This is an optimization exercise on Yosys and OpenROAD, whose aim is a short achievable clock period and few clock cycles per item, not a production implementation. Function was checked by simulation only, so behaviour that the tests miss may differ from the original. Power and IR drop assume default switching activity.

Setup of cedar:
==> flow/design.v <==
module keyed_dirty_point_store_top (
  input  logic        clk,
  input  logic        rst,
  input  logic        in_valid,
  output logic        in_stall,
  input  logic [2:0]  op,
  input  logic [31:0] key,
  input  logic [3:0]  byte_count,
  input  logic [63:0] value,
  output logic        out_valid,
  input  logic        out_stall,
  output logic [1:0]  status,
  output logic [63:0] read_value,
  output logic [3:0]  read_size,
  output logic [31:0] dirty_key,
  input  logic        cfg_valid,
  output logic        cfg_ready,
  input  logic [8:0]  buffer_bytes_in_use
);
  localparam int NP  = 16;
  localparam int CAP = 4;    
  localparam int FD  = 3;    
  assign cfg_ready = 1'b1;
  logic [31:0] pkey  [NP];
  logic [3:0]  psize [NP];
  logic [7:0]  pmask [NP];
  logic [63:0] pval  [NP];
  logic [NP-1:0] vld;        
  logic [NP-1:0] dirty;
  logic [31:0] last_key;
  logic [8:0]  used;         
  logic [8:0]  lim;          
  logic [8:0]  room;         
  logic        cfg_d;
  logic        take;
  logic        s0_v;
  logic [31:0] s0_key;
  logic [3:0]  s0_cnt;
  logic [63:0] s0_val;
  logic [NP-1:0] s0_eq;      
  logic        s0_eqp;       
  logic        s0_gtl;       
  logic        s0_gtp;       
  logic        s0_dpre;      
  logic        s0_def, s0_set, s0_get, s0_clr1, s0_clra, s0_fd;
  assign take = in_valid && !in_stall;
  always_ff @(posedge clk) begin
    if (rst) s0_v <= 1'b0;
    else     s0_v <= take;
    s0_key <= key;
    s0_cnt <= byte_count;
    s0_val <= value;
    for (int j = 0; j < NP; j++) s0_eq[j] <= (key == pkey[j]);
    s0_eqp   <= (key == s0_key);
    s0_gtl   <= (key > last_key);
    s0_gtp   <= (key > s0_key);
    s0_dpre  <= take && (op == 3'd0) && (key != 32'hFFFF_FFFF)
             && (byte_count != 4'd0) && (byte_count <= 4'd8);
    s0_def   <= (op == 3'd0);
    s0_set   <= (op == 3'd1);
    s0_get   <= (op == 3'd2);
    s0_clr1  <= (op == 3'd3);
    s0_clra  <= (op == 3'd4);
    s0_fd    <= (op == 3'd5);
  end
  logic [NP-1:0] eqk;
  logic [NP-1:0] nxt;
  logic [NP-1:0] fwd;        
  logic          fwd_any;
  logic          hit;
  logic          is_def, is_set, is_get, is_clr1, is_clra, is_fd;
  logic          fits, gt, def_try, def_ok;
  always_comb begin
    for (int j = 0; j < NP; j++) begin
      eqk[j] = vld[j] && (fwd[j] ? s0_eqp : s0_eq[j]);
      nxt[j] = !vld[j] && ((j == 0) ? 1'b1 : vld[j-1]);
    end
  end
  assign hit     = |eqk;
  assign is_def  = s0_def;
  assign is_set  = s0_set;
  assign is_get  = s0_get;
  assign is_clr1 = s0_clr1;
  assign is_clra = s0_clra;
  assign is_fd   = s0_fd;
  assign fits    = (room[8:3] != 6'd0) || (s0_cnt <= {1'b0, room[2:0]});
  assign gt      = fwd_any ? s0_gtp : s0_gtl;
  assign def_try = s0_v && is_def;
  assign def_ok  = s0_dpre && !vld[NP-1] && (!vld[0] || gt) && fits;
  always_ff @(posedge clk) begin
    for (int j = 0; j < NP; j++) begin
      if (def_try && nxt[j]) begin
        pkey[j]  <= s0_key;
        psize[j] <= s0_cnt;
        for (int b = 0; b < 8; b++) pmask[j][b] <= (4'(b) < s0_cnt);
      end
    end
  end
  always_ff @(posedge clk) begin
    if (rst) begin
      vld   <= '0;
      fwd   <= '0;
      fwd_any <= 1'b0;
      used  <= '0;
      lim   <= 9'd256;
      room  <= 9'd256;
      cfg_d <= 1'b0;
    end else begin
      cfg_d <= cfg_valid;
      fwd   <= def_ok ? nxt : '0;
      fwd_any <= def_ok;
      if (cfg_valid) lim <= buffer_bytes_in_use;
      if (cfg_d) begin
        if (lim >= 9'd256)
          room <= (used >= 9'd256) ? 9'd0 : 9'd256 - used;
        else
          room <= (used >= lim) ? 9'd0 : lim - used;
      end else if (def_ok) begin
        room <= room - {5'd0, s0_cnt};
      end
      if (def_ok) begin
        vld  <= {vld[NP-2:0], 1'b1};
        used <= used + {5'd0, s0_cnt};
      end
    end
  end
  always_ff @(posedge clk) begin
    if (def_ok) last_key <= s0_key;
  end
  logic          s1_v;
  logic [NP-1:0] s1_seq, s1_geq, s1_ceq;
  logic          s1_set, s1_clra, s1_fd;
  logic [1:0]    s1_st;      
  logic [63:0]   s1_val;
  always_ff @(posedge clk) begin
    if (rst) begin
      s1_v    <= 1'b0;
      s1_seq  <= '0;
      s1_ceq  <= '0;
      s1_clra <= 1'b0;
    end else begin
      s1_v    <= s0_v;
      s1_seq  <= (s0_v && is_set)  ? eqk : '0;
      s1_ceq  <= (s0_v && is_clr1) ? eqk : '0;
      s1_clra <= s0_v && is_clra;
    end
    s1_geq <= is_get ? eqk : '0;
    s1_set <= is_set;
    s1_fd  <= is_fd;
    s1_val <= s0_val;
    if (is_def)
      s1_st <= def_ok ? 2'd0 : 2'd2;
    else if (is_set || is_get || is_clr1)
      s1_st <= hit ? 2'd0 : 2'd1;
    else
      s1_st <= 2'd0;
  end
  always_ff @(posedge clk) begin
    for (int j = 0; j < NP; j++) begin
      if (rst) begin
        pval[j] <= '0;
      end else if (s1_seq[j]) begin
        for (int b = 0; b < 8; b++)
          pval[j][8*b +: 8] <= pmask[j][b] ? s1_val[8*b +: 8] : 8'd0;
      end
    end
  end
  logic [NP-1:0] dirty_nx;
  logic [NP-1:0] fd_nx;
  logic [NP-1:0] fdoh;
  logic          anyd;
  logic [63:0]   rv;
  logic [3:0]    rs;
  logic [31:0]   dk;
  logic [1:0]    st;
  always_comb begin
    dirty_nx = s1_clra ? '0 : ((dirty | s1_seq) & ~s1_ceq);
    fd_nx = '0;
    for (int j = NP-1; j >= 0; j--) begin
      if (dirty_nx[j]) fd_nx = NP'(1) << j;
    end
  end
  always_ff @(posedge clk) begin
    if (rst) begin
      dirty <= '0;
      fdoh  <= '0;
      anyd  <= 1'b0;
    end else begin
      dirty <= dirty_nx;
      fdoh  <= fd_nx;
      anyd  <= |dirty_nx;
    end
  end
  always_comb begin
    rv = '0;
    rs = '0;
    dk = '0;
    for (int j = 0; j < NP; j++) begin
      rv = rv | (s1_geq[j] ? pval[j] : 64'd0);
      rs = rs | (s1_geq[j] ? psize[j] : 4'd0);
      dk = dk | (fdoh[j] ? pkey[j] : 32'd0);
    end
    if (!(s1_fd && anyd)) dk = 32'hFFFF_FFFF;
    st = s1_fd ? (anyd ? 2'd0 : 2'd1) : s1_st;
  end
  logic [1:0]  fq_st [FD];
  logic [63:0] fq_rv [FD];
  logic [3:0]  fq_rs [FD];
  logic [31:0] fq_dk [FD];
  logic [1:0]  fq_wp, fq_rp;
  logic [1:0]  fq_n;
  logic        out_free, fq_ne, fq_push, fq_pop;
  logic [2:0]  occ;
  logic [2:0]  occ_next;
  logic        deliver;
  assign out_free = !out_valid || !out_stall;
  assign fq_ne    = (fq_n != '0);
  assign fq_pop   = out_free && fq_ne;
  assign fq_push  = s1_v && !(out_free && !fq_ne);
  always_ff @(posedge clk) begin
    if (rst) begin
      out_valid  <= 1'b0;
      status     <= '0;
      read_value <= '0;
      read_size  <= '0;
      dirty_key  <= '0;
    end else if (out_free) begin
      out_valid <= fq_ne || s1_v;
      if (fq_ne) begin
        status     <= fq_st[fq_rp];
        read_value <= fq_rv[fq_rp];
        read_size  <= fq_rs[fq_rp];
        dirty_key  <= fq_dk[fq_rp];
      end else begin
        status     <= st;
        read_value <= rv;
        read_size  <= rs;
        dirty_key  <= dk;
      end
    end
  end
  always_ff @(posedge clk) begin
    for (int i = 0; i < FD; i++) begin
      if (s1_v && (fq_wp == 2'(i))) begin
        fq_st[i] <= st;
        fq_rv[i] <= rv;
        fq_rs[i] <= rs;
        fq_dk[i] <= dk;
      end
    end
  end
  always_ff @(posedge clk) begin
    if (rst) begin
      fq_wp <= '0;
      fq_rp <= '0;
      fq_n  <= '0;
    end else begin
      if (fq_push) fq_wp <= (fq_wp == 2'(FD-1)) ? 2'd0 : fq_wp + 2'd1;
      if (fq_pop)  fq_rp <= (fq_rp == 2'(FD-1)) ? 2'd0 : fq_rp + 2'd1;
      fq_n <= fq_n + (fq_push ? 2'd1 : 2'd0) - (fq_pop ? 2'd1 : 2'd0);
    end
  end
  assign deliver  = out_valid && !out_stall;
  assign occ_next = occ + (take ? 3'd1 : 3'd0) - (deliver ? 3'd1 : 3'd0);
  always_ff @(posedge clk) begin
    if (rst) begin
      occ      <= '0;
      in_stall <= 1'b0;
    end else begin
      occ      <= occ_next;
      in_stall <= (occ_next >= 3'(CAP));
    end
  end
endmodule
Settings: LEC_CHECK=0, ABC_CLOCK_PERIOD_IN_PS=2000, CAP_MARGIN=20, CORE_MARGIN=2, CORE_UTILIZATION=55, CTS_CLUSTER_DIAMETER=90, CTS_CLUSTER_SIZE=25, SETUP_SLACK_MARGIN=4.6, SLEW_MARGIN=20, TNS_END_PERCENT=100; clock period 7.0 ns.
run.sh (not shown) runs the stock make flow with config.mk's settings and CLKGATE_MAP_FILE= SYNTH_SCRIPT=/design/flow/synth_recipe.tcl, a recipe that flattens the netlist after the stock synthesis.
cedar finished every step from synthesis to the final layout, and the layout passed the timing, design-rule and antenna checks.
Testbench counts of cedar, summed over its fixed seeds: cycles 4,127, items 4,103.
For garnet, these inputs were changed with respect to cedar:
- changing CORE_UTILIZATION from 55 to 62
- setting PLACE_DENSITY to 0.7 for the first time
==> run summary <==
For number of nets at the end of the flow, garnet and cedar come out practically identical.
Ran to the end and failed final checks on capacitance limit, slew limit: garnet.
When garnet is measured against cedar, its post-route clock period utilization turns out 2.1 points lower.
| post-detailed-route via-to-cell ratio | garnet vs cedar | 0.23 higher |
For the met1 demand-to-capacity share in global routing, garnet came in 4.3 points higher than cedar did.
Against cedar, garnet comes in 1.8% lower on total power.
garnet vs. cedar: switching share of total power went down by 0.56 points.
There was hardly any difference in register fraction of the total cell area between garnet and cedar.
Measured against each other, cedar and garnet differ in pin count of the biggest net entering global routing, the higher figure coming from cedar.
Changes in ember relative to garnet:
- a change of PLACE_DENSITY from 0.7 to 0.72
- a change of CORE_UTILIZATION from 62 to 65
## What came out
ember reached the end of the flow, and the finished layout is clean on the timing, design-rule and antenna checks.
Compared to garnet, ember has worst setup slack 0.020 ns lower.
Compared with garnet, in ember global-route met3 utilization went up; non-clock buffer count -10; routed wire length about even.
Tightest hold margin delta for ember relative to garnet: 0.011 ns lower
There was hardly any difference in wire length of the first global-routing pass between ember and garnet.
What onyx does differently from ember at the input level:
- a deleted PLACE_DENSITY that had been 0.72
- a deleted CTS_CLUSTER_SIZE that had been 25
- a deleted CTS_CLUSTER_DIAMETER that had been 90
- a change of CORE_UTILIZATION from 65 to 50
Findings:
- Any difference in sequential cell area between ember and onyx is small enough to ignore.
- Of onyx and ember, it is onyx that has the higher layout-stage area growth over the synthesis result.
- Note that the site row count recorded for ember amounts to 0.873 times the value seen in onyx.
- In the tables for ember and onyx, reg2reg setup slack reads higher with onyx.

==> afterwards: timing with drivers on the ports <==
How much do the figures lean on ideal ports? The routed layouts below were timed once more, with nothing changed but the port constraints.
Step 1 assumes that a clkbuf_16 drives the clock port and a buf_2 every other input.
Step 2 moves the port delays by t, midway between the first and last clock arrival at a register: inputs arrive t later, outputs are due t later. That takes back most of the time a late clock gives input paths.
Three values: ideal, step 1, step 2; two values: the first two.
run	t, ns	slack for setup (ns)	cell pins on the clock port's net
cedar	0.936	4.155 / 4.059 / 3.606	1
garnet	0.881	4.300 / 4.217 / 3.628	1
ember	0.876	4.280 / 4.193 / 3.584	1
onyx	1.002	4.121 / 4.030 / 3.564	1
The setup slack of ember, which loses most, moves by -0.087 ns with the drivers and by -0.696 ns with both steps.
